Background: an optimization exercise with open tools, aiming at small area, a short achievable clock period and few clock cycles per item. Do not read the settings as production practice. In this exercise RTL edits were held to simulation tests only and were not proved equivalent to the original.

## flow/design.v (module list and top-level ports; edited modules follow where they fit)
// module fp_mul_mult: 952 lines
// module fp_mul_sched: 161 lines
// module fp_mul_sched_top: 29 lines
module fp_mul_sched_top (
    input  logic         clk,
    input  logic         reset_n,
    input  logic [3:0]   req_valid,
    input  logic [127:0] req_x,
    input  logic [127:0] req_y,
    output logic [3:0]   req_ready,
    output logic         res_valid,
    input  logic         res_ready,
    output logic [1:0]   res_id,
    output logic [31:0]  res_data,
    output logic [4:0]   res_flags,
    output logic         busy
);
  // ...
==> flow/flow/run.sh <==
#!/bin/bash
# Own layout flow:
#  2. full-adder polarity pass (fapol.py), then the combinational logic between the full
#     adders and registers mapped again by ABC (resyn.tcl), then the polarity pass again;
#     full/half adders, registers, ports and tie cells are kept
#  3. the ORFS layout with tighter timing repair and the smallest buffer on the ports
# Each tool's output goes to a log file of its own in this folder.
set -euo pipefail
MARGIN=5.15
RES=orfs/results/sky130hd/fp_mul_sched_top/base
LIB=$FLOW_HOME/platforms/sky130hd/lib/sky130_fd_sc_hd__tt_025C_1v80.lib
bash standard.sh synth > synth.log 2>&1
cp $RES/1_2_yosys.v 1_2_yosys.std.v
python3 flow/fapol.py 1_2_yosys.std.v fapol1.v > fapol1.log 2>&1
FLOW_LIB_FILE=$LIB RESYN_IN=fapol1.v RESYN_OUT=resyn.v RESYN_ABC=flow/resyn.abc FLOW_TOP=$FLOW_TOP \
    yosys -c flow/resyn.tcl > resyn.log 2>&1
python3 flow/fapol.py resyn.v $RES/1_2_yosys.v > fapol2.log 2>&1
rm -f $RES/1_synth.odb $RES/1_synth.sdc
bash standard.sh "SETUP_SLACK_MARGIN=$MARGIN" \
    "BUFFER_PORTS_ARGS=-buffer_cell sky130_fd_sc_hd__buf_1" finish > layout.log 2>&1
==> flow/flow/fapol.py <==
#!/usr/bin/env python3
"""Full-adder polarity pass on a flat Yosys netlist (write_verilog -noattr).

A full adder is self-dual: FA(~a, ~b, ~c) = (~cout, ~sum). Synthesis leaves many inverters
between full adders; this pass chooses for every full adder whether it works on true or
complemented signals so that as few inverters as possible are needed, then rebuilds the
inverters. Only combinational inverter cells are removed or added; every other cell, every
register and every port keep their names and connections.

usage: fapol.py IN.v OUT.v
"""
import random
import re
import sys
from collections import defaultdict

INV_RE = re.compile(r'^sky130_fd_sc_hd__(inv|clkinv)_\d+$')
FA_RE = re.compile(r'^sky130_fd_sc_hd__fa_\d+$')
XOR_RE = re.compile(r'^sky130_fd_sc_hd__(xor2|xnor2)_(\d+)$')
OUT_PINS = {'X', 'Y', 'SUM', 'COUT', 'Q', 'Q_N', 'HI', 'LO'}

src = open(sys.argv[1]).read()

# ---- split the single module into header, declarations, assigns and cells ----
m = re.search(r'\bmodule\s+(\S+)\s*\((.*?)\);', src, re.S)
start = m.end()
end = src.rindex('endmodule')
body = src[start:end]

stmts = []
buf = ''
for line in body.split('\n'):
    buf += line + '\n'
    if line.rstrip().endswith(';'):
        stmts.append(buf)
        buf = ''
tail_ws = buf

cell_re = re.compile(r'^\s*(\S+)\s+(\S+)\s*\((.*)\)\s*;\s*$', re.S)
pin_re = re.compile(r'\.(\w+)\s*\(\s*(.*?)\s*\)\s*(?:,|$)', re.S)

items = []          # ('raw', text) or ('cell', type, name, [(pin, net)])
for s in stmts:
    st = s.strip()
    first = st.split(None, 1)[0] if st else ''
    if first in ('input', 'output', 'inout', 'wire', 'reg', 'assign', 'supply0', 'supply1') or not st:
        items.append(('raw', s))
        continue
    cm = cell_re.match(st)
    if not cm:
        items.append(('raw', s))
        continue
    typ, name, pins = cm.group(1), cm.group(2), cm.group(3)
    pl = [(p, n.strip()) for p, n in pin_re.findall(pins)]
    items.append(('cell', typ, name, pl))

ports = set()
for d in re.findall(r'^\s*(?:input|output|inout)\s+(?:\[[^\]]*\]\s*)?(.*?);', body, re.M):
    for n in d.split(','):
        ports.add(n.strip())
# nets used in assign statements are left alone
assign_nets = set()
for it in items:
    if it[0] == 'raw' and it[1].strip().startswith('assign'):
        for tok in re.findall(r'(\\\S+|[A-Za-z_][\w$]*(?:\s*\[\d+\])?)', it[1][it[1].index('assign') + 6:]):
            assign_nets.add(tok.strip())


def base(net):
    return re.sub(r'\s*\[\d+\]$', '', net)


def is_port(net):
    return net in ports or base(net) in ports


def fixed(net):
    return is_port(net) or net in assign_nets or base(net) in assign_nets or net.startswith("1'b") or net == ''


# ---- inverters that may be rebuilt: input and output both internal nets ----
inv_of = {}         # output net -> input net
inv_cells = set()
for i, it in enumerate(items):
    if it[0] == 'cell' and INV_RE.match(it[1]):
        pins = dict(it[3])
        a, y = pins.get('A'), pins.get('Y')
        if a and y and not fixed(a) and not fixed(y):
            inv_of[y] = a
            inv_cells.add(i)


def root(net):
    p = 0
    seen = 0
    while net in inv_of and seen < 100:
        net = inv_of[net]
        p ^= 1
        seen += 1
    return net, p


# loads: every input pin of a kept cell; for each, (root, logical parity)
fa_idx = [i for i, it in enumerate(items) if it[0] == 'cell' and FA_RE.match(it[1])]
fa_set = set(fa_idx)
xor_idx = [i for i, it in enumerate(items) if it[0] == 'cell' and XOR_RE.match(it[1])]
xor_set = set(xor_idx)
driver_fa = {}      # root net -> index of the flippable cell driving it (FA SUM/COUT, XOR X)
for i in fa_idx:
    for p, n in items[i][3]:
        if p in ('SUM', 'COUT'):
            driver_fa[n] = i
for i in xor_idx:
    for p, n in items[i][3]:
        if p in ('X', 'Y'):
            driver_fa[n] = i

loads = []          # (item index, pin, root, parity)
for i, it in enumerate(items):
    if it[0] != 'cell' or i in inv_cells:
        continue
    for p, n in it[3]:
        if p in OUT_PINS or not n:
            continue
        r, par = root(n)
        loads.append((i, p, r, par))

# inverters that stay (port-facing) keep their input as a load
flip = defaultdict(int)


def cost_of_root(r, ldl):
    # physical polarity of r is flip of its driving FA (if any)
    dp = flip[driver_fa[r]] if r in driver_fa else 0
    need = set()
    for (i, p, par) in ldl:
        if i in xor_set:
            continue        # an XOR absorbs an inverted input by swapping XOR / XNOR
        q = par ^ (flip[i] if i in fa_set else 0)
        need.add(q ^ dp)
    return 1 if 1 in need else 0


by_root = defaultdict(list)
for (i, p, r, par) in loads:
    by_root[r].append((i, p, par))
fa_roots = defaultdict(set)
for r, ldl in by_root.items():
    for (i, p, par) in ldl:
        if i in fa_set or i in xor_set:
            fa_roots[i].add(r)
    if r in driver_fa:
        fa_roots[driver_fa[r]].add(r)

nofl = set()
for i in fa_idx + xor_idx:
    for p, n in items[i][3]:
        if p in ('SUM', 'COUT', 'X', 'Y') and fixed(n):
            nofl.add(i)
fa_idx = fa_idx + xor_idx

def local_search():
    improved = True
    passes = 0
    while improved and passes < 50:
        improved = False
        passes += 1
        for f in fa_idx:
            if f in nofl:
                continue
            rs = fa_roots[f]
            old = sum(cost_of_root(r, by_root[r]) for r in rs)
            flip[f] ^= 1
            new = sum(cost_of_root(r, by_root[r]) for r in rs)
            if new >= old:
                flip[f] ^= 1


def total_cost():
    return sum(cost_of_root(r, l) for r, l in by_root.items())


before = total_cost()
local_search()
best = total_cost()
best_flip = dict(flip)
# iterated local search: kick a few full adders and descend again (fixed seed, deterministic)
rng = random.Random(1)
movable = [f for f in fa_idx if f not in nofl]
for it in range(300):
    flip.clear()
    flip.update(best_flip)
    for f in rng.sample(movable, min(len(movable), 8)):
        flip[f] ^= 1
    local_search()
    c = total_cost()
    if c < best:
        best = c
        best_flip = dict(flip)
flip.clear()
flip.update(best_flip)
total = best

# ---- rebuild ----
inv_net = {}        # root -> net carrying its physical complement
new_cells = []
counter = [0]
# a prefix for the new nets and cells that the netlist does not use yet
tag = 1
while f"fapol{tag}_" in src:
    tag += 1
PFX = f"fapol{tag}_"


def complement(r):
    if r not in inv_net:
        counter[0] += 1
        n = f"{PFX}n{counter[0]}"
        inv_net[r] = n
        new_cells.append((n, r))
    return inv_net[r]


out = []
out.append(src[:start])
for i, it in enumerate(items):
    if it[0] == 'raw':
        out.append(it[1])
        continue
    if i in inv_cells:
        continue
    typ, name, pl = it[1], it[2], it[3]
    newpl = []
    swap = flip[i] if i in xor_set else 0
    for p, n in pl:
        if p in OUT_PINS or not n:
            newpl.append((p, n))
            continue
        r, par = root(n)
        dp = flip[driver_fa[r]] if r in driver_fa else 0
        if i in xor_set:
            swap ^= par ^ dp
            newpl.append((p, r))
            continue
        q = par ^ (flip[i] if i in fa_set else 0)
        newpl.append((p, r if q == dp else complement(r)))
    if swap:
        xm = XOR_RE.match(typ)
        typ = f"sky130_fd_sc_hd__{'xnor2' if xm.group(1) == 'xor2' else 'xor2'}_{xm.group(2)}"
        # xor2 drives X, xnor2 drives Y
        newpl = [({'X': 'Y', 'Y': 'X'}.get(p, p), n) for p, n in newpl]
    conn = ',\n    '.join(f'.{p}({n} )' for p, n in newpl)
    out.append(f"  {typ} {name} (\n    {conn}\n  );\n")
for k, (n, r) in enumerate(new_cells):
    out.append(f"  wire {n};\n")
    out.append(f"  sky130_fd_sc_hd__inv_1 {PFX}inv{k + 1} (\n    .A({r} ),\n    .Y({n})\n  );\n")
out.append(tail_ws)
out.append(src[end:])
open(sys.argv[2], 'w').write(''.join(out))
sys.stderr.write(f"fapol: {len(fa_idx)} full adders and XORs, {sum(flip[f] for f in fa_idx)} flipped, "
                 f"{len(inv_cells)} inverters removed, {len(new_cells)} added "
                 f"(cost {before} -> {total})\n")
==> flow/flow/resyn.abc <==
&get -n
&st
&dch
&nf
&put
topo
stime -c
buffer -c
upsize -c
dnsize -c
==> flow/flow/resyn.tcl <==
yosys -import
set lib $::env(FLOW_LIB_FILE)
read_liberty -ignore_miss_func $lib
read_verilog $::env(RESYN_IN)
hierarchy -top $::env(FLOW_TOP)
set keep {sky130_fd_sc_hd__fa_* sky130_fd_sc_hd__ha_* sky130_fd_sc_hd__df* sky130_fd_sc_hd__edf* sky130_fd_sc_hd__conb_*}
setattr -mod -set keep_hierarchy 1 {*}$keep
# the cells to be inlined get private names, so that the wires made for their pins do not
# take over the netlist's own net names
select -set kept {*}[lmap k $keep {string cat t:$k}]
yosys rename -hide $::env(FLOW_TOP)/c:* @kept %d
select -clear
flatten
opt_clean
abc -script $::env(RESYN_ABC) -liberty $lib  -dont_use sky130_fd_sc_hd__probe_p_8 -dont_use sky130_fd_sc_hd__probec_p_8 -dont_use sky130_fd_sc_hd__lpflow_bleeder_1 -dont_use sky130_fd_sc_hd__lpflow_clkbufkapwr_1 -dont_use sky130_fd_sc_hd__lpflow_clkbufkapwr_16 -dont_use sky130_fd_sc_hd__lpflow_clkbufkapwr_2 -dont_use sky130_fd_sc_hd__lpflow_clkbufkapwr_4 -dont_use sky130_fd_sc_hd__lpflow_clkbufkapwr_8 -dont_use sky130_fd_sc_hd__lpflow_clkinvkapwr_1 -dont_use sky130_fd_sc_hd__lpflow_clkinvkapwr_16 -dont_use sky130_fd_sc_hd__lpflow_clkinvkapwr_2 -dont_use sky130_fd_sc_hd__lpflow_clkinvkapwr_4 -dont_use sky130_fd_sc_hd__lpflow_clkinvkapwr_8 -dont_use sky130_fd_sc_hd__lpflow_decapkapwr_12 -dont_use sky130_fd_sc_hd__lpflow_decapkapwr_3 -dont_use sky130_fd_sc_hd__lpflow_decapkapwr_4 -dont_use sky130_fd_sc_hd__lpflow_decapkapwr_6 -dont_use sky130_fd_sc_hd__lpflow_decapkapwr_8 -dont_use sky130_fd_sc_hd__lpflow_inputiso0n_1 -dont_use sky130_fd_sc_hd__lpflow_inputiso0p_1 -dont_use sky130_fd_sc_hd__lpflow_inputiso1n_1 -dont_use sky130_fd_sc_hd__lpflow_inputiso1p_1 -dont_use sky130_fd_sc_hd__lpflow_inputisolatch_1 -dont_use sky130_fd_sc_hd__lpflow_isobufsrc_1 -dont_use sky130_fd_sc_hd__lpflow_isobufsrc_16 -dont_use sky130_fd_sc_hd__lpflow_isobufsrc_2 -dont_use sky130_fd_sc_hd__lpflow_isobufsrc_4 -dont_use sky130_fd_sc_hd__lpflow_isobufsrc_8 -dont_use sky130_fd_sc_hd__lpflow_isobufsrckapwr_16 -dont_use sky130_fd_sc_hd__lpflow_lsbuf_lh_hl_isowell_tap_1 -dont_use sky130_fd_sc_hd__lpflow_lsbuf_lh_hl_isowell_tap_2 -dont_use sky130_fd_sc_hd__lpflow_lsbuf_lh_hl_isowell_tap_4 -dont_use sky130_fd_sc_hd__lpflow_lsbuf_lh_isowell_4 -dont_use sky130_fd_sc_hd__lpflow_lsbuf_lh_isowell_tap_1 -dont_use sky130_fd_sc_hd__lpflow_lsbuf_lh_isowell_tap_2 -dont_use sky130_fd_sc_hd__lpflow_lsbuf_lh_isowell_tap_4
opt_clean
setundef -zero
splitnets
opt_clean -purge
select -module $::env(FLOW_TOP)
stat -liberty $lib
write_verilog -noattr -nohex -nodec -selected $::env(RESYN_OUT)
==> flow/standard.sh <==
#!/bin/bash
# synth_recipe.tcl (not shown) runs the flow's synth.tcl, then flattens the netlist and writes it again
# the make line also repeats each setting of config.mk as NAME=value (left out here)
make -C /OpenROAD-flow-scripts/flow DESIGN_CONFIG=/design/flow/config.mk WORK_HOME=/design/flow/orfs CLKGATE_MAP_FILE= SYNTH_SCRIPT=/design/flow/synth_recipe.tcl "${@:-finish}"
==> flow/config.mk <==
export PLATFORM = sky130hd
export DESIGN_NAME = fp_mul_sched_top
export DESIGN_NICKNAME = fp_mul_sched_top
export VERILOG_FILES = /design/flow/design.v
export SDC_FILE = /design/flow/constraint.sdc
export NUM_CORES = 4
export LEC_CHECK = 0
export ABC_AREA = 1
export CAP_MARGIN = 0
export CORE_MARGIN = 2
export CORE_UTILIZATION = 40
export CTS_BUF_LIST = sky130_fd_sc_hd__clkbuf_8
export SLEW_MARGIN = 0
==> flow/constraint.sdc <==
create_clock -name core_clock -period 10.5 [get_ports {clk}]
set_input_delay 2.1000 -clock core_clock [delete_from_list [all_inputs] [get_ports {clk}]]
set_output_delay 2.1000 -clock core_clock [all_outputs]
set_load 0.01 [all_outputs]
==> results.sh, run 1 <==
export IMPL_status="no timing/DRC/antenna violations"
export IMPL_gp_congestion=0.930
export IMPL_avgViaCountPerCell=6.20
export IMPL_cts_setup_buffers=11
export IMPL_portBuffers=307
export IMPL_maxCapViolations=0
export IMPL_worstMarginPinSlew_ns=1.07
export IMPL_rr_worst_depth=15
export IMPL_buffers=397
export IMPL_clock_area_share_pct=1.71
export IMPL_cp_common_cell="nor2_4"
export IMPL_drt_iter0_markers=2005
export IMPL_cts_hold_buf=0
export IMPL_grt_usage_pct=28.4
export IMPL_cpMaxStageDelayCell="buf_8"
export IMPL_avgSynthCellArea_um2=10.1
export IMPL_final_common_cell="a22oi_1"
export IMPL_largest_cell_class="multi-input combinational cells"
export IMPL_drive_gt1_share_pct=9.46
export IMPL_grt_antenna_before_repair=3
export IMPL_cts_buffers_inserted=17
export IMPL_wire_per_inst_um=24.8
export IMPL_hp_start="u_sched.id0_q[1]"
export IMPL_multi_input_area_um2=14800
export IMPL_met1_usage_pct=36.9
export IMPL_nonClkBufAreaFrac_pct=9.34
export IMPL_fin_setup_tns_ns=0
Testbench counts, summed over its fixed seeds: cycles 2,064, items 2,048.
==> run 2, diff against run 1 <==
--- a/flow/config.mk
+++ b/flow/config.mk
@@ -7,7 +7,7 @@
 export LEC_CHECK = 0
 export ABC_AREA = 1
-export CAP_MARGIN = 0
+export CAP_MARGIN = 8
 export CORE_MARGIN = 2
 export CORE_UTILIZATION = 40
 export CTS_BUF_LIST = sky130_fd_sc_hd__clkbuf_8
-export SLEW_MARGIN = 0
+export SLEW_MARGIN = 8
==> run 2 against run 1 <==
- design area unchanged
- worst setup slack stayed put
- core utilization unchanged
- non-clock buffer count unchanged
- critical endpoint unchanged
- still clean on timing, DRC and antenna
- register-to-register slack is essentially flat
- clock skew unchanged
==> results.sh, run 2 <==
export IMPL_status="no timing/DRC/antenna violations"
export IMPL_grt_pass1_wl_um=104000
export IMPL_worstMarginPinSlew_ns=1.07
export IMPL_cts_buffers_inserted=17
export IMPL_grt_usage_pct=28.4
export IMPL_cts_root_buf="clkbuf_8"
export IMPL_rows=79
export IMPL_critical_path_class="input port to output port"
export IMPL_avgViaCountPerCell=6.20
export IMPL_timing_final_ws_setup_ns=5.23
export IMPL_finalClockSkew_ns=0.0221
export IMPL_fmax_mhz=190
export IMPL_place_ws_ns=4.58
export IMPL_grt_antenna_before_repair=3
export IMPL_tritoncts="yes"
export IMPL_htree_levels=4
export IMPL_placed_area_um2=20700
export IMPL_wire_per_inst_um=24.8
export IMPL_drive_gt1_share_pct=9.46
export IMPL_design_die_area_um2=48200
export IMPL_avgSynthCellArea_um2=10.1
export IMPL_ios=308
export IMPL_portBuffers=307
export IMPL_cts_path_max_buffers=2
export IMPL_ant_nets=0
export IMPL_path_max_fanout=67
export IMPL_die_y_um=220
export IMPL_worstPathArrival_ns=3.17
export IMPL_dpl_hpwl_um=47600
export IMPL_core_area_um2=46300
export IMPL_crit_required_ns=8.40
export IMPL_placedCellCount=2723
export IMPL_final_cell_mix="a22oi_1, buf_1, fa_1"
export IMPL_setup_violations=0
export IMPL_grt_max_degree=70
export IMPL_grt_overflow=0
export IMPL_multi_input_area_um2=14800
export IMPL_hold_viol=0
export IMPL_syn_inst=1837
export IMPL_syn_to_final_growth_pct=16.5
export IMPL_startpoint="res_ready"
export IMPL_clk_latency_ns=0.50
export IMPL_worstHoldPathType="flip-flop to flip-flop"
export IMPL_firstDrtPassIters=9
export IMPL_final_common_cell="a22oi_1"
export IMPL_grt_pass1_vias=17700
export IMPL_synth_nets=2453
export IMPL_final_nets=2781
export IMPL_instances_no_fill=2787
export IMPL_fin_setup_tns_ns=0
export IMPL_timing_rr_start="u_sched.ym0_q[0]"
export IMPL_ys_warn_count=1
export IMPL_hp_start="u_sched.id0_q[1]"
export IMPL_synth_area_um2=18600
export IMPL_fin_util_pct=46.8
export IMPL_cts_sinks=133
export IMPL_wl_um=69200
export IMPL_gp_congestion=0.930
export IMPL_stdcell_area_um2=21700
export IMPL_reg_top3="u_sched.xm0_q: 23 flops, u_sched.ym0_q: 23 flops"
export IMPL_grt_setup_unrepaired="true"
export IMPL_hold_slack_ns=0.430
export IMPL_start_kind="input port"
export IMPL_clk_pin_slew_ns=0.09
export IMPL_drt_iter0_markers=2005
export IMPL_fin_crit_sh_pct=50.2
export IMPL_maxSlewViolCount=0
export IMPL_period_needed_ns=5.27
export IMPL_end_kind="output port"
export IMPL_maxCapViolations=0
export IMPL_seq_area_um2=3300
export IMPL_fillCellCount=4499
export IMPL_die_x_um=220
export IMPL_num_vias=17300
export IMPL_slew_limit_headroom_pct=28.6
export IMPL_start_util_pct=40.2
export IMPL_drc_errors=0
[run 2: timing repair]
item                       CTS  global route
gates resized for setup     30            70
setup endpoints to repair   45            36
hold buffers                 0             0
setup buffers               11            10
gates cloned                 3             6
pin swaps                    7            13
[run 2: area by class of cell]
cell class	instances	share of cell area, %
Tap cell	607	3.51
Antenna cell	2	0.0231
Timing Repair Buffer	397	9.34
Multi-Input combinational cell	1518	68.4
Sequential cell	133	15.3
Clock inverter	15	0.630
Inverter	98	1.73
Clock buffer	17	1.08
[run 2: final timing paths]
check	depth (start not counted)	endpoint	slack, ns
setup / recovery	6	req_ready[0]	5.23
hold / removal	0	u_sched.id1_q[1]	0.43
setup reg to reg	15	u_sched.cin1_q	5.29
hold reg to reg	0	u_sched.id1_q[1]	0.43
max in group asynchronous	1	u_sched.prio_q[2]	8.38
min in group asynchronous	1	u_sched.prio_q[6]	1.64
[run 2: routing by layer]
layer  vias up  track usage, %  part of all wire, %
met5         -               0                0.023
met4         2            10.9                  3.9
met3       196            7.56                   12
met2      1122            45.1                   45
met1      8546            36.9                   39
li1       7423               -                    -
[run 2: critical path: stages]
cell and delay [ns]:
buf_2 0.18, nand2b_4 0.18, nor2_4 0.11, buf_8 0.38
nor2_4 0.07, buf_1 0.14
==> run 3, diff against run 2 <==
--- a/flow/flow/run.sh
+++ b/flow/flow/run.sh
@@ -7,5 +7,5 @@
 # Each tool's output goes to a log file of its own in this folder.
 set -euo pipefail
-MARGIN=5.15
+MARGIN=5.0
 RES=orfs/results/sky130hd/fp_mul_sched_top/base
 LIB=$FLOW_HOME/platforms/sky130hd/lib/sky130_fd_sc_hd__tt_025C_1v80.lib
==> flow/flow/resyn.abc (replaced) <==
&get -n
&st
&dch
&nf -R 100
&put
topo
stime -c
buffer -c
upsize -c
dnsize -c
--- a/flow/flow/resyn.tcl
+++ b/flow/flow/resyn.tcl
@@ -1,2 +1,5 @@
+# Re-map the combinational logic of the synthesized netlist with ABC (script in resyn.abc).
+# Full/half adders, flip-flops, tie cells and the o22ai Booth selectors keep their instances
+# and names; every other cell is read as its liberty function and mapped again.
 yosys -import
 set lib $::env(FLOW_LIB_FILE)
@@ -4,5 +7,5 @@
 read_verilog $::env(RESYN_IN)
 hierarchy -top $::env(FLOW_TOP)
-set keep {sky130_fd_sc_hd__fa_* sky130_fd_sc_hd__ha_* sky130_fd_sc_hd__df* sky130_fd_sc_hd__edf* sky130_fd_sc_hd__conb_*}
+set keep {sky130_fd_sc_hd__fa_* sky130_fd_sc_hd__ha_* sky130_fd_sc_hd__df* sky130_fd_sc_hd__edf* sky130_fd_sc_hd__conb_* sky130_fd_sc_hd__o22ai_*}
 setattr -mod -set keep_hierarchy 1 {*}$keep
 # the cells to be inlined get private names, so that the wires made for their pins do not
--- a/flow/config.mk
+++ b/flow/config.mk
@@ -7,7 +7,7 @@
 export LEC_CHECK = 0
 export ABC_AREA = 1
-export CAP_MARGIN = 8
+export CAP_MARGIN = 20
 export CORE_MARGIN = 2
 export CORE_UTILIZATION = 40
 export CTS_BUF_LIST = sky130_fd_sc_hd__clkbuf_8
-export SLEW_MARGIN = 8
+export SLEW_MARGIN = 20
==> run 3 against run 2 <==
- first-iteration DRC count up 8.4%
- sequential share of layout area up 0.20 points
- maximum frequency down 2.0%
- critical path depth up 5
- global-route usage up 1.2 points
- non-clock buffer count down 6
- register-to-register slack worse by 0.12 ns
- count of clock-buffer cells in the layout up 1
- via count up 0.14%
- critical path type is now flip-flop to output port
- highest routed layer unchanged
==> results.sh, run 3 <==
export IMPL_status="no timing/DRC/antenna violations"
export IMPL_grt_max_degree=72
export IMPL_drc_errors=0
export IMPL_start_kind="flip-flop"
export IMPL_maxSlewViolCount=0
export IMPL_hold_viol=0
export IMPL_cp_common_cell="buf_4"
export IMPL_cts_hold_buf=0
export IMPL_worstHoldPathType="flip-flop to flip-flop"
export IMPL_cts_sinks=133
export IMPL_ant_nets=0
export IMPL_drive_gt1_share_pct=9.62
export IMPL_timing_final_ws_setup_ns=5.12
export IMPL_tritoncts="yes"
export IMPL_grt_antenna_before_repair=7
export IMPL_final_cell_mix="buf_1, o22ai_1, fa_1"
export IMPL_place_ws_ns=4.56
export IMPL_crit_required_ns=8.40
export IMPL_start_util_pct=40.3
export IMPL_fillCellCount=4360
export IMPL_htree_levels=4
export IMPL_firstDrtPassIters=13
export IMPL_syn_to_final_growth_pct=17.9
export IMPL_fin_crit_sh_pct=51.2
export IMPL_worst_path_buf_inv=3
export IMPL_cts_path_max_buffers=2
export IMPL_clk_latency_ns=0.52
export IMPL_design_die_area_um2=47100
export IMPL_end_kind="output port"
export IMPL_avgSynthCellArea_um2=10.1
export IMPL_maxCapViolations=0
export IMPL_setup_violations=0
export IMPL_core_area_um2=45100
export IMPL_drt_iter0_markers=2174
export IMPL_grt_pass1_vias=17400
export IMPL_grt_setup_unrepaired="true"
export IMPL_grt_pass1_wl_um=106000
export IMPL_ys_warn_count=1
export IMPL_crit_chain="fa_2, a211oi_2, nor2_2, a31oi_4, nor4_4, buf_4, buf_4, o31a_4, nor3_4, a22oi_1, buf_1"
export IMPL_multi_input_area_um2=14400
export IMPL_grt_overflow=0
export IMPL_slew_limit_headroom_pct=30.5
export IMPL_final_nets=2796
export IMPL_gp_congestion=0.907
export IMPL_avgViaCountPerCell=6.18
export IMPL_seq_area_um2=3310
export IMPL_fin_setup_tns_ns=0
export IMPL_ios=308
export IMPL_dpl_hpwl_um=50300
export IMPL_die_y_um=217
export IMPL_fin_util_pct=47.5
export IMPL_cts_buffers_inserted=17
export IMPL_grt_usage_pct=29.6
export IMPL_wire_per_inst_um=25.2
export IMPL_worstPathArrival_ns=3.28
export IMPL_portBuffers=307
export IMPL_fmax_mhz=186
export IMPL_cpMaxStageDelayCell="edfxtp_1"
export IMPL_period_needed_ns=5.38
export IMPL_path_max_fanout=8
export IMPL_die_x_um=217
export IMPL_critical_path_class="flip-flop to output port"
export IMPL_finalClockSkew_ns=0.0425
export IMPL_final_common_cell="buf_1"
export IMPL_path_delay_family="compound AO/OA/AOI/OAI gates"
export IMPL_clk_pin_slew_ns=0.12
export IMPL_num_vias=17300
export IMPL_wl_um=70700
export IMPL_cts_root_buf="clkbuf_8"
export IMPL_synth_area_um2=18200
export IMPL_rows=78
export IMPL_worstMarginPinSlew_ns=1.04
export IMPL_crit_path_max_incr_delay_ns=0.48
export IMPL_synth_nets=2420
export IMPL_reg_top3="u_sched.xm0_q: 23 flops, u_sched.ym0_q: 23 flops"
export IMPL_syn_inst=1804
[run 3: worst paths after layout]
check | end | slack, ns | start | cells past startpoint
min in group asynchronous | u_sched.prio_q[1] | 1.66 | reset_n | 1
hold reg to reg | u_sched.id1_q[1] | 0.43 | u_sched.id0_q[1] | 0
hold / removal | u_sched.id1_q[1] | 0.43 | u_sched.id0_q[1] | 0
setup / recovery | res_data[29] | 5.12 | u_sched.cin1_q | 11
setup reg to reg | u_sched.top1_q[10] | 5.17 | u_sched.ym0_q[9] | 20
max in group asynchronous | u_sched.prio_q[2] | 8.32 | reset_n | 1
[run 3: final cells by class]
cell class / instances / area share [%]
clock buffer: 18 / 1.16
tap: 600 / 3.51
multi-input combinational: 1501 / 67.5
clock inverter: 14 / 0.655
inverter: 129 / 2.39
timing repair inverter: 7 / 0.164
antenna: 8 / 0.0935
sequential: 133 / 15.5
timing repair buffer: 391 / 9.11
[run 3: layer usage]
layer / share of wire, % / wire length, um / vias to the layer above / GRT usage, %
met5: 0.016 / 11 / - / 0
met2: 46 / 32900 / 1144 / 47.6
met3: 11 / 7820 / 172 / 7.03
met4: 4.2 / 2980 / 2 / 12.4
met1: 38 / 27100 / 8558 / 38.3
li1: - / - / 7438 / -
[run 3: repair_timing]
action                     4_1_cts  5_1_grt
pin swaps                        3       10
setup buffers                   21       13
setup endpoints to repair       45       36
gates resized for setup         41       44
hold endpoints to repair         0        0
gates cloned                     8        4
[run 3: stage by stage]
step,cell area [um2],instances,hold slack (ns)
finish,21400,2801,0.427
global route,21400,2799,0.449
global placement,20300,2715,0.417
detailed placement,20300,2715,0.429
floorplan,18300,1804,0.408
CTS,21100,2776,0.428
==> run 4, diff against run 3 <==
--- a/flow/flow/run.sh
+++ b/flow/flow/run.sh
@@ -7,5 +7,5 @@
 # Each tool's output goes to a log file of its own in this folder.
 set -euo pipefail
-MARGIN=5.0
+MARGIN=5.15
 RES=orfs/results/sky130hd/fp_mul_sched_top/base
 LIB=$FLOW_HOME/platforms/sky130hd/lib/sky130_fd_sc_hd__tt_025C_1v80.lib
==> flow/flow/resyn.abc (replaced) <==
&get -n
&st
&dc2
&dch
&nf -R 100
&put
topo
stime -c
buffer -c
upsize -c
dnsize -c
==> run 4 against run 3 <==
- non-clock buffer count is 26 higher
- clock skew down 0.011 ns
- critical path type unchanged
- worst setup slack worse by 0.32 ns
- final cell count fell by 0.36%
- register-to-register slack barely moved
- critical path depth grew 3
- still clean
- synthesized cell count shrank 1.4%
==> results.sh, run 4 <==
export IMPL_path_max_fanout=8
export IMPL_die_x_um=216
export IMPL_instances_no_fill=2791
export IMPL_wire_per_inst_um=26.2
export IMPL_placed_area_um2=20100
export IMPL_grt_setup_unrepaired="true"
export IMPL_synth_nets=2394
export IMPL_final_nets=2801
export IMPL_r2r_end="u_sched.top1_q[10]"
export IMPL_core_area_um2=44300
export IMPL_final_cell_mix="buf_1, o22ai_1, fa_1"
export IMPL_syn_inst=1778
export IMPL_avgViaCountPerCell=6.25
export IMPL_timing_rr_start="u_sched.ym0_q[15]"
export IMPL_die_y_um=216
export IMPL_worstMarginPinSlew_ns=1.13
export IMPL_rr_worst_depth=19
export IMPL_critical_path_class="flip-flop to output port"
export IMPL_fin_util_pct=49.7
export IMPL_fmax_mhz=175
export IMPL_fin_setup_tns_ns=0
export IMPL_clk_pin_slew_ns=0.10
export IMPL_synth_area_um2=18000
export IMPL_fin_crit_sh_pct=54.3
export IMPL_avgSynthCellArea_um2=10.1
export IMPL_drc_errors=0
export IMPL_grt_pass1_vias=17600
export IMPL_crit_required_ns=8.40
export IMPL_grt_max_degree=71
export IMPL_hold_viol=0
export IMPL_cts_root_buf="clkbuf_8"
export IMPL_cts_path_max_buffers=2
export IMPL_grt_antenna_before_repair=1
export IMPL_stdcell_area_um2=22000
export IMPL_syn_to_final_growth_pct=22.3
export IMPL_num_vias=17400
export IMPL_gp_congestion=0.918
export IMPL_tritoncts="yes"
export IMPL_hp_start="u_sched.id0_q[0]"
export IMPL_cts_buffers_inserted=17
export IMPL_placedCellCount=2668
export IMPL_hold_slack_ns=0.435
export IMPL_clk_latency_ns=0.52
export IMPL_reg_top3="u_sched.xm0_q: 23 flops, u_sched.ym0_q: 23 flops"
export IMPL_maxCapViolations=0
export IMPL_ios=308
export IMPL_worstHoldPathCells=0
export IMPL_rows=77
export IMPL_ys_warn_count=1
export IMPL_portBuffers=307
export IMPL_min_to="u_sched.id1_q[0]"
export IMPL_status="no timing/DRC/antenna violations"
export IMPL_drt_iter0_markers=2135
export IMPL_maxSlewViolCount=0
export IMPL_ant_nets=0
export IMPL_period_needed_ns=5.70
export IMPL_dpl_hpwl_um=47700
export IMPL_cts_hold_buf=0
export IMPL_slew_limit_headroom_pct=24.7
export IMPL_r2r_slack_ns=5.18
export IMPL_wl_um=73200
export IMPL_start_util_pct=40.6
export IMPL_cts_sinks=133
export IMPL_finalClockSkew_ns=0.0317
export IMPL_design_die_area_um2=46700
export IMPL_firstDrtPassIters=10
export IMPL_fillCellCount=4179
export IMPL_start_kind="flip-flop"
export IMPL_drive_gt1_share_pct=14.9
export IMPL_worstHoldPathType="flip-flop to flip-flop"
export IMPL_final_common_cell="buf_1"
export IMPL_end_kind="output port"
export IMPL_setup_violations=0
export IMPL_grt_usage_pct=30.9
export IMPL_grt_pass1_wl_um=109000
export IMPL_worstPathArrival_ns=3.60
export IMPL_htree_levels=4
export IMPL_grt_overflow=0
run 4: area by class of cell:
| cell class | instances | area (um2) | area share, % |
|---|---|---|---|
| clock inverter | 14 | 188 | 0.852 |
| sequential | 133 | 3330 | 15.1 |
| clock buffer | 18 | 248 | 1.13 |
| timing repair buffer | 417 | 2260 | 10.2 |
| tap | 592 | 741 | 3.36 |
| timing repair inverter | 9 | 51.3 | 0.233 |
| multi-input combinational | 1478 | 14700 | 66.5 |
| antenna | 1 | 2.50 | 0.0114 |
| inverter | 129 | 554 | 2.52 |
run 4: how the worst max path moves through the flow:
stage                    from      endpoint  slack (ns)  cells after the start
2_1_floorplan       res_ready  req_ready[1]        4.94                      7
3_3_place_gp        res_ready  req_ready[2]        4.09                      6
3_5_place_dp        res_ready  req_ready[2]        4.06                      6
4_1_cts        u_sched.cin1_q  res_data[26]        4.80                     12
5_1_grt        u_sched.cin1_q  res_data[25]        4.61                     14
6_report       u_sched.cin1_q  res_data[30]        4.80                     14
run 4: critical path, cell delays in order, from the launching register on:
cell      delay [ns]
edfxtp_1        0.52
fa_2            0.39
a21o_1          0.17
a21oi_2         0.16
nor2_2          0.06
nor2b_2         0.14
nor3_2          0.07
or3_4           0.37
nand4_4         0.11
xor2_4          0.28
inv_2           0.06
or3_4           0.34
o21ai_4         0.12
o211ai_1        0.15
buf_2           0.16
run 4: metrics by stage:
| step | setup WS [ns] |
|---|---|
| global route | 4.61 |
| finish | 4.80 |
| CTS | 4.80 |
| floorplan | 4.94 |
| global placement | 4.09 |
| detailed placement | 4.06 |
run 4: routing by layer:
| metal | vias to the layer above | global-route usage [%] | share of wire (%) | wire (um) |
|---|---|---|---|---|
| met4 | 2 | 15.3 | 5.8 | 4260 |
| met2 | 1195 | 48.5 | 45 | 32700 |
| met1 | 8588 | 40.0 | 39 | 28200 |
| met3 | 247 | 7.27 | 11 | 8010 |
| li1 | 7412 | - | - | - |
| met5 | - | 0 | 0.081 | 59 |
run 4: what timing repair did:
| item | 4_1_cts | 5_1_grt |
|---|---|---|
| gates resized for setup | 101 | 76 |
| hold endpoints to repair | 0 | 0 |
| buffers inserted | 61 | 12 |
| setup endpoints to repair | 47 | 42 |
| pin swaps | 29 | 14 |
| gates cloned | 14 | 3 |
==> run 5, diff against run 4 <==
==> flow/flow/resyn.abc (replaced) <==
&get -n
&st
&dch
&nf -R 100
&put
topo
stime -c
buffer -c
upsize -c
dnsize -c
==> run 5 against run 4 <==
- still clean
- non-clock buffer count fell by 9
- critical path type is now input port to output port
- critical path depth is 7 lower
- worst setup slack better by 0.42 ns
- highest routed layer is now met4
==> results.sh, run 5 <==
export IMPL_status="no timing/DRC/antenna violations"
export IMPL_final_cell_mix="buf_1, o22ai_1, fa_1"
export IMPL_maxSlewViolCount=0
export IMPL_avgViaCountPerCell=6.13
export IMPL_firstDrtPassIters=13
export IMPL_gr_usage_met2_pct=46.0
export IMPL_fin_setup_tns_ns=0
export IMPL_place_ws_ns=3.96
export IMPL_grt_pass1_vias=17300
export IMPL_avgSynthCellArea_um2=10.1
export IMPL_tritoncts="yes"
export IMPL_met1_usage_pct=38.9
export IMPL_end_kind="output port"
export IMPL_htree_levels=4
export IMPL_timing_final_ws_setup_ns=5.22
export IMPL_drt_iter0_markers=2161
export IMPL_synth_nets=2420
export IMPL_cts_hold_buf=0
export IMPL_grt_overflow=0
export IMPL_period_needed_ns=5.28
export IMPL_clk_latency_ns=0.48
export IMPL_ant_nets=0
export IMPL_grt_setup_unrepaired="true"
export IMPL_dpl_hpwl_um=48200
export IMPL_fillCellCount=4282
export IMPL_crit_path_max_incr_delay_ns=0.21
export IMPL_path_max_fanout=37
export IMPL_die_x_um=217
export IMPL_fmax_mhz=189
export IMPL_grt_util_met3_pct=6.42
export IMPL_syn_to_final_growth_pct=20.0
export IMPL_clk_pin_slew_ns=0.08
export IMPL_cts_path_max_buffers=2
export IMPL_hold_slack_ns=0.443
export IMPL_grt_pass1_wl_um=104000
export IMPL_crit_chain="buf_4, nand2b_4, nor2_4, buf_12, a221oi_2, and3_2, clkbuf_2"
export IMPL_critical_path_class="input port to output port"
export IMPL_slew_limit_headroom_pct=26.9
export IMPL_fin_util_pct=48.3
export IMPL_maxCapViolations=0
export IMPL_grt_usage_pct=29.2
export IMPL_cts_root_buf="clkbuf_8"
export IMPL_drive_gt1_share_pct=11.6
export IMPL_cts_sinks=133
export IMPL_multi_input_area_um2=14500
export IMPL_path_delay_family="buffers and inverters"
export IMPL_design_die_area_um2=47100
export IMPL_worstPathArrival_ns=3.18
export IMPL_seq_area_um2=3320
export IMPL_wire_per_inst_um=24.7
export IMPL_grt_max_degree=72
export IMPL_busiest_layer="met2"
export IMPL_wl_um=69700
export IMPL_drc_errors=0
export IMPL_ios=308
export IMPL_fin_crit_sh_pct=50.3
export IMPL_finalClockSkew_ns=0.0192
export IMPL_crit_required_ns=8.40
export IMPL_syn_inst=1804
export IMPL_core_area_um2=45100
export IMPL_rows=78
export IMPL_grt_antenna_before_repair=2
export IMPL_hold_viol=0
export IMPL_start_util_pct=40.3
export IMPL_reg_top3="u_sched.xm0_q: 23 flops, u_sched.ym0_q: 23 flops"
export IMPL_worstMarginPinSlew_ns=1.10
export IMPL_worst_path_buf_inv=3
export IMPL_num_vias=17300
export IMPL_final_common_cell="buf_1"
export IMPL_ys_warn_count=1
export IMPL_cpMaxStageDelayCell="and3_2"
export IMPL_setup_violations=0
export IMPL_final_nets=2816
export IMPL_cts_buffers_inserted=17
export IMPL_portBuffers=307
export IMPL_start_kind="input port"
export IMPL_die_y_um=217
export IMPL_synth_area_um2=18200
export IMPL_worstHoldPathType="flip-flop to flip-flop"
export IMPL_gp_congestion=0.944
-- run 5: metal layers --
| metal | part of all wire, % | wire [um] |
|---|---|---|
| met5 | 0 | 0 |
| met4 | 4.8 | 3360 |
| met3 | 9.9 | 6880 |
| met2 | 45 | 31400 |
| met1 | 40 | 28000 |
-- run 5: path summary, 6_finish.rpt --
path / from / endpoint / slack, ns / depth (start not counted)
max: res_ready / req_ready[2] / 5.22 / 7
min: u_sched.id0_q[1] / u_sched.id1_q[1] / 0.44 / 0
max reg2reg: u_sched.ym0_q[1] / u_sched.cin1_q / 5.30 / 19
min reg2reg: u_sched.id0_q[1] / u_sched.id1_q[1] / 0.44 / 0
max in group asynchronous: reset_n / u_sched.prio_q[6] / 8.35 / 1
min in group asynchronous: reset_n / u_sched.prio_q[1] / 1.66 / 1
-- run 5: stage by stage --
| step | cell area [um2] | cells |
|---|---|---|
| floorplan | 18300 | 1804 |
| global placement | 20300 | 2710 |
| detailed placement | 20300 | 2710 |
| CTS | 21400 | 2792 |
| global route | 21800 | 2814 |
| finish | 21800 | 2815 |
-- run 5: what timing repair did --
item,CTS,global route
endpoints found under the hold margin,0,0
endpoints found under the setup margin,48,35
pin swaps,7,13
setup buffers,38,17
cloned,12,4
resized for setup,57,64
-- run 5: layout make-up --
class / instances / area share (%)
Timing Repair Buffer: 408 / 10.1
Clock inverter: 13 / 0.620
Antenna cell: 2 / 0.0230
Sequential cell: 133 / 15.3
Tap cell: 600 / 3.45
Clock buffer: 19 / 1.20
Inverter: 129 / 2.45
Timing Repair inverter: 9 / 0.218
Multi-Input combinational cell: 1502 / 66.7
==> run 6, diff against run 5 <==
--- a/flow/flow/run.sh
+++ b/flow/flow/run.sh
@@ -3,5 +3,5 @@
 #  2. full-adder polarity pass (fapol.py), then the combinational logic between the full
 #     adders and registers mapped again by ABC (resyn.tcl), then the polarity pass again;
-#     full/half adders, registers, ports and tie cells are kept
+#     full adders, registers, ports, tie cells and o22ai Booth selectors are kept
 #  3. the ORFS layout with tighter timing repair and the smallest buffer on the ports
 # Each tool's output goes to a log file of its own in this folder.
--- a/flow/flow/resyn.tcl
+++ b/flow/flow/resyn.tcl
@@ -1,4 +1,4 @@
 # Re-map the combinational logic of the synthesized netlist with ABC (script in resyn.abc).
-# Full/half adders, flip-flops, tie cells and the o22ai Booth selectors keep their instances
+# Full adders, flip-flops, tie cells and the o22ai Booth selectors keep their instances
 # and names; every other cell is read as its liberty function and mapped again.
 yosys -import
@@ -7,5 +7,5 @@
 read_verilog $::env(RESYN_IN)
 hierarchy -top $::env(FLOW_TOP)
-set keep {sky130_fd_sc_hd__fa_* sky130_fd_sc_hd__ha_* sky130_fd_sc_hd__df* sky130_fd_sc_hd__edf* sky130_fd_sc_hd__conb_* sky130_fd_sc_hd__o22ai_*}
+set keep {sky130_fd_sc_hd__fa_* sky130_fd_sc_hd__df* sky130_fd_sc_hd__edf* sky130_fd_sc_hd__conb_* sky130_fd_sc_hd__o22ai_*}
 setattr -mod -set keep_hierarchy 1 {*}$keep
 # the cells to be inlined get private names, so that the wires made for their pins do not
==> run 6 against run 5 <==
- still clean on timing, DRC and antenna
- first-iteration DRC count rose by 7.8%
- count of clock-buffer cells in the layout fell by 2
- flip-flop and latch count did not move
- highest routed layer unchanged
==> results.sh, run 6 <==
export IMPL_status="no timing/DRC/antenna violations"
export IMPL_drive_gt1_share_pct=17.0
export IMPL_slew_limit_headroom_pct=27.8
export IMPL_period_needed_ns=5.64
export IMPL_cts_path_max_buffers=2
export IMPL_grt_setup_unrepaired="true"
export IMPL_die_y_um=215
export IMPL_htree_levels=4
export IMPL_drt_iter0_markers=2330
export IMPL_timing_final_ws_setup_ns=4.86
export IMPL_worstHoldPathCells=0
export IMPL_instances_no_fill=2857
export IMPL_fin_crit_sh_pct=53.7
export IMPL_critical_path_class="flip-flop to output port"
export IMPL_firstDrtPassIters=14
export IMPL_clk_pin_slew_ns=0.10
export IMPL_die_x_um=215
export IMPL_grt_overflow=0
export IMPL_gp_congestion=0.936
export IMPL_timing_rr_start="u_sched.ym0_q[9]"
export IMPL_cts_sinks=133
export IMPL_core_area_um2=44000
export IMPL_worst_path_buf_inv=2
export IMPL_avgViaCountPerCell=6.35
export IMPL_avgSynthCellArea_um2=9.79
export IMPL_cts_root_buf="clkbuf_8"
export IMPL_clk_latency_ns=0.49
export IMPL_synth_area_um2=17800
export IMPL_crit_required_ns=8.40
export IMPL_wire_per_inst_um=26.0
export IMPL_hold_slack_ns=0.441
export IMPL_wl_um=74300
export IMPL_final_nets=2778
export IMPL_min_to="u_sched.id1_q[1]"
export IMPL_cts_buffers_inserted=17
export IMPL_worstMarginPinSlew_ns=1.07
export IMPL_ios=308
export IMPL_tritoncts="yes"
export IMPL_fin_setup_tns_ns=0
export IMPL_crit_chain="nor2_1, nand4_1, or2_4, buf_12, o22ai_4, buf_2"
export IMPL_start_kind="flip-flop"
export IMPL_final_common_cell="buf_1"
export IMPL_grt_pass1_vias=18100
export IMPL_end_kind="output port"
export IMPL_path_delay_family="simple AND/OR/NAND/NOR gates"
export IMPL_grt_antenna_before_repair=2
export IMPL_r2r_slack_ns=5.18
export IMPL_synth_nets=2345
export IMPL_place_ws_ns=4.29
export IMPL_maxCapViolations=0
export IMPL_grt_usage_pct=31.0
export IMPL_r2r_end="u_sched.top1_q[11]"
export IMPL_finalClockSkew_ns=0.0351
export IMPL_rows=77
export IMPL_portBuffers=307
export IMPL_dpl_hpwl_um=47400
export IMPL_fmax_mhz=177
export IMPL_final_cell_mix="buf_1, o22ai_1, fa_1"
export IMPL_path_max_fanout=10
export IMPL_drc_errors=0
export IMPL_grt_pass1_wl_um=109000
export IMPL_ys_warn_count=1
export IMPL_design_die_area_um2=46200
export IMPL_syn_inst=1817
export IMPL_worstPathArrival_ns=3.54
export IMPL_start_util_pct=40.4
export IMPL_maxSlewViolCount=0
export IMPL_rr_worst_depth=23
export IMPL_placedCellCount=2708
export IMPL_crit_path_max_incr_delay_ns=0.85
export IMPL_grt_max_degree=72
export IMPL_fillCellCount=4060
export IMPL_worstHoldPathType="flip-flop to flip-flop"
export IMPL_hp_start="u_sched.id0_q[1]"
export IMPL_cts_hold_buf=0
export IMPL_setup_violations=0
export IMPL_cpMaxStageDelayCell="nor2_1"
export IMPL_ant_nets=0
export IMPL_syn_to_final_growth_pct=25.6
export IMPL_hold_viol=0
export IMPL_fin_util_pct=50.7
export IMPL_num_vias=18100
export IMPL_reg_top3="u_sched.xm0_q: 23 flops, u_sched.ym0_q: 23 flops"
-- run 6: metal layers --
layer	vias to the layer above	share of wire [%]	wire (um)	GRT usage, %
met1	8882	36	26900	38.3
li1	7585	-	-	-
met5	-	0	0	0
met4	0	7.1	5310	18.3
met2	1366	45	33300	49.2
met3	312	12	8740	7.94
-- run 6: what timing repair did --
item | in CTS | in global routing
endpoints found under the setup margin | 45 | 43
gates cloned | 13 | 8
buffers inserted | 67 | 26
pin swaps | 27 | 36
resized for setup | 131 | 115
-- run 6: worst max-delay path by stage --
| stage | startpoint | endpoint | cells past startpoint |
|---|---|---|---|
| 3_5_place_dp | res_ready | req_ready[2] | 6 |
| 2_1_floorplan | res_ready | req_ready[2] | 7 |
| 3_3_place_gp | res_ready | req_ready[2] | 6 |
| 6_report | u_sched.sp1_q[0] | res_data[16] | 6 |
| 5_1_grt | u_sched.s1_q[1] | res_data[30] | 14 |
| 4_1_cts | u_sched.c1_q[1] | res_data[24] | 12 |
-- run 6: stage by stage --
| stage | instance area [um2] |
|---|---|
| floorplan | 18000 |
| global placement | 19900 |
| detailed placement | 19900 |
| CTS | 21500 |
| global route | 22300 |
| finish | 22300 |
-- run 6: cell type report --
cell class              instances  area [um2]  share of cell area [%]
repair buffers                440        2540                    11.4
multi-input cells            1535       14700                    65.8
inverters                     113         527                    2.36
repair inverters               10        63.8                   0.286
clock buffers                  17         234                    1.05
well taps                     592         741                    3.32
diodes                          2        5.00                  0.0224
clock inverters                15         196                   0.880
flip-flops and latches        133        3330                    14.9
==> run 7, diff against run 6 <==
==> flow/flow/resyn.abc (replaced) <==
&get -n
&st
&dch
&nf
&put
topo
stime -c
buffer -c
upsize -c
dnsize -c
==> run 7 against run 6 <==
- still clean
- critical path depth grew 14
- global-route usage fell by 0.36 points
- die area rose by 1.4%
- flip-flop and latch count unchanged
- area after synthesis grew 1.4%
- sequential share of layout area about the same
- clock skew shrank 0.0073 ns
- largest cell class unchanged
- highest routed layer is now met5
==> results.sh, run 7 <==
export IMPL_status="no timing/DRC/antenna violations"
export IMPL_grt_pass1_vias=18100
export IMPL_num_vias=18100
export IMPL_crit_path_max_incr_delay_ns=0.54
export IMPL_worstHoldPathCells=0
export IMPL_rr_worst_depth=20
export IMPL_end_kind="flip-flop"
export IMPL_period_needed_ns=5.35
export IMPL_r2r_end="u_sched.top1_q[10]"
export IMPL_htree_levels=4
export IMPL_cts_path_max_buffers=2
export IMPL_clk_pin_slew_ns=0.10
export IMPL_ios=308
export IMPL_die_x_um=216
export IMPL_worstHoldPathType="flip-flop to flip-flop"
export IMPL_grt_pass1_wl_um=109000
export IMPL_timing_rr_start="u_sched.ym0_q[9]"
export IMPL_worstMarginPinSlew_ns=1.06
export IMPL_reg_top3="u_sched.xm0_q: 23 flops, u_sched.ym0_q: 23 flops"
export IMPL_portBuffers=307
export IMPL_slew_limit_headroom_pct=29.2
export IMPL_syn_to_final_growth_pct=23.8
export IMPL_ant_nets=0
export IMPL_avgViaCountPerCell=6.25
export IMPL_drive_gt1_share_pct=15.1
export IMPL_cts_sinks=133
export IMPL_cp_common_cell="fa_2"
export IMPL_die_y_um=216
export IMPL_drc_errors=0
export IMPL_fmax_mhz=187
export IMPL_setup_violations=0
export IMPL_start_util_pct=40.7
export IMPL_worstPathArrival_ns=5.59
export IMPL_maxSlewViolCount=0
export IMPL_synth_nets=2382
export IMPL_fin_crit_sh_pct=51.0
export IMPL_maxCapViolations=0
export IMPL_crit_chain="or2_4, nand2_4, o21ai_4, buf_12, o21a_1, xnor2_2, fa_2, fa_1, fa_2, fa_2, fa_2, and2_4, fa_2, maj3_2, a21oi_2, nor2_2, o221a_2, o211ai_1, a31oi_1, xnor2_1"
export IMPL_worst_path_buf_inv=1
export IMPL_start_kind="flip-flop"
export IMPL_cts_buffers_inserted=17
export IMPL_ys_warn_count=1
export IMPL_fin_setup_tns_ns=0
export IMPL_fillCellCount=4189
export IMPL_cts_root_buf="clkbuf_8"
export IMPL_drt_iter0_markers=2467
export IMPL_tritoncts="yes"
export IMPL_critical_path_class="flip-flop to flip-flop"
export IMPL_wl_um=74000
export IMPL_path_max_fanout=5
export IMPL_grt_overflow=0
export IMPL_r2r_slack_ns=5.15
export IMPL_final_common_cell="o22ai_1"
export IMPL_grt_max_degree=72
export IMPL_hold_viol=0
export IMPL_gp_congestion=0.896
export IMPL_synth_area_um2=18000
export IMPL_grt_antenna_before_repair=3
export IMPL_min_to="u_sched.id1_q[0]"
export IMPL_avgSynthCellArea_um2=9.73
export IMPL_syn_inst=1854
export IMPL_core_area_um2=44300
export IMPL_grt_usage_pct=30.7
export IMPL_rows=77
export IMPL_path_delay_family="adder cells"
export IMPL_dpl_hpwl_um=48100
export IMPL_wire_per_inst_um=25.5
export IMPL_clk_latency_ns=0.49
export IMPL_final_cell_mix="o22ai_1, buf_1, fa_1"
export IMPL_cts_hold_buf=0
export IMPL_design_die_area_um2=46800
export IMPL_finalClockSkew_ns=0.0279
export IMPL_hold_slack_ns=0.446
export IMPL_cpMaxStageDelayCell="fa_2"
export IMPL_grt_setup_unrepaired="true"
export IMPL_final_nets=2821
export IMPL_firstDrtPassIters=7
export IMPL_hp_start="u_sched.id0_q[0]"
export IMPL_crit_required_ns=10.74
[run 7: area by class of cell]
| type | instances | area, um2 | area share [%] |
|---|---|---|---|
| multi-input cells | 1575 | 14700 | 65.9 |
| flip-flops and latches | 133 | 3320 | 14.9 |
| repair buffers | 450 | 2600 | 11.7 |
| well taps | 592 | 741 | 3.32 |
| inverters | 109 | 489 | 2.19 |
| clock buffers | 17 | 234 | 1.05 |
| clock inverters | 15 | 179 | 0.801 |
| repair inverters | 7 | 43.8 | 0.196 |
| diodes | 4 | 10.0 | 0.0448 |
[run 7: worst max path at each step]
stage / start / end / slack, ns / depth (start not counted)
final: u_sched.ym0_q[9] / u_sched.top1_q[10] / 5.15 / 20
after global routing: u_sched.ym0_q[13] / u_sched.top1_q[10] / 5.05 / 20
after CTS: u_sched.ym0_q[9] / u_sched.top1_q[10] / 5.11 / 20
after detailed placement: res_ready / req_ready[1] / 3.82 / 7
after global placement: res_ready / req_ready[1] / 3.89 / 7
after floorplan: res_ready / req_ready[2] / 4.93 / 5
[run 7: metal layers]
metal | up-vias | track usage (%) | part of all wire [%]
met5 | - | 0 | 0.051
met1 | 8887 | 40.1 | 39
met4 | 2 | 13.7 | 5.1
li1 | 7734 | - | -
met2 | 1280 | 47.9 | 45
met3 | 233 | 8.01 | 11
[run 7: through the flow]
step / util [%] / instance area [um2] / cells / setup slack (ns)
floorplan: - / 18300 / 1854 / 4.93
detailed placement: 45.7 / 20200 / 2745 / 3.82
global placement: 45.7 / 20200 / 2745 / 3.89
finish: 50.4 / 22300 / 2902 / 5.15
global route: 50.4 / 22300 / 2901 / 5.05
CTS: 49.3 / 21800 / 2869 / 5.11
[run 7: worst register-to-register path: stages (launching register included)]
cell      delay, ns
dfxtp_4        0.38
or2_4          0.27
nand2_4        0.07
o21ai_4        0.06
buf_12         0.13
o21a_1         0.19
xnor2_2        0.14
fa_2           0.54
fa_1           0.46
fa_2           0.37
fa_2           0.35
fa_2           0.37
and2_4         0.15
fa_2           0.34
maj3_2         0.31
a21oi_2        0.18
nor2_2         0.07
o221a_2        0.26
o211ai_1       0.21
a31oi_1        0.13
xnor2_1        0.14
[run 7: repair_timing]
item,in CTS,in global routing
gates cloned,20,3
gates resized for setup,89,55
pin swaps,35,28
setup endpoints to repair,45,41
buffers inserted,72,26

## port drivers added, routing unchanged
Ports are ideal in the flow. The routed layouts listed here were re-timed in OpenROAD. Step 1 (the two cells are an assumption about what drives the block):
set clk [get_ports {clk}]
set_driving_cell -lib_cell sky130_fd_sc_hd__clkbuf_16 $clk
set_driving_cell -lib_cell sky130_fd_sc_hd__buf_2 [delete_from_list [all_inputs] $clk]
Step 2, shift: input delay + t, output delay - t, t = (earliest + latest rising clock arrival at the registers) / 2. This alone moves slack from input paths to output paths. Slacks: no drivers / after step 1 / after step 2; pairs: no drivers / after step 1.
run	t, ns	setup WS [ns]	worst data-port slew with drivers (ns)
run 1	0.544	5.228 / 5.192 / 5.201	0.08
run 2	0.544	5.228 / 5.192 / 5.201	0.08
run 3	0.550	5.119 / 5.067 / 5.166	0.10
run 4	0.552	4.795 / 4.742 / 5.149	0.08
run 5	0.525	5.218 / 5.168 / 5.179	0.10
run 6	0.526	4.857 / 4.805 / 5.164	0.09
run 7	0.531	5.147 / 5.147 / 5.147	0.12
After both steps setup and hold are still met in every run listed. The setup slack of run 5, which loses most, moves by -0.050 ns with the drivers and by -0.039 ns with both steps.
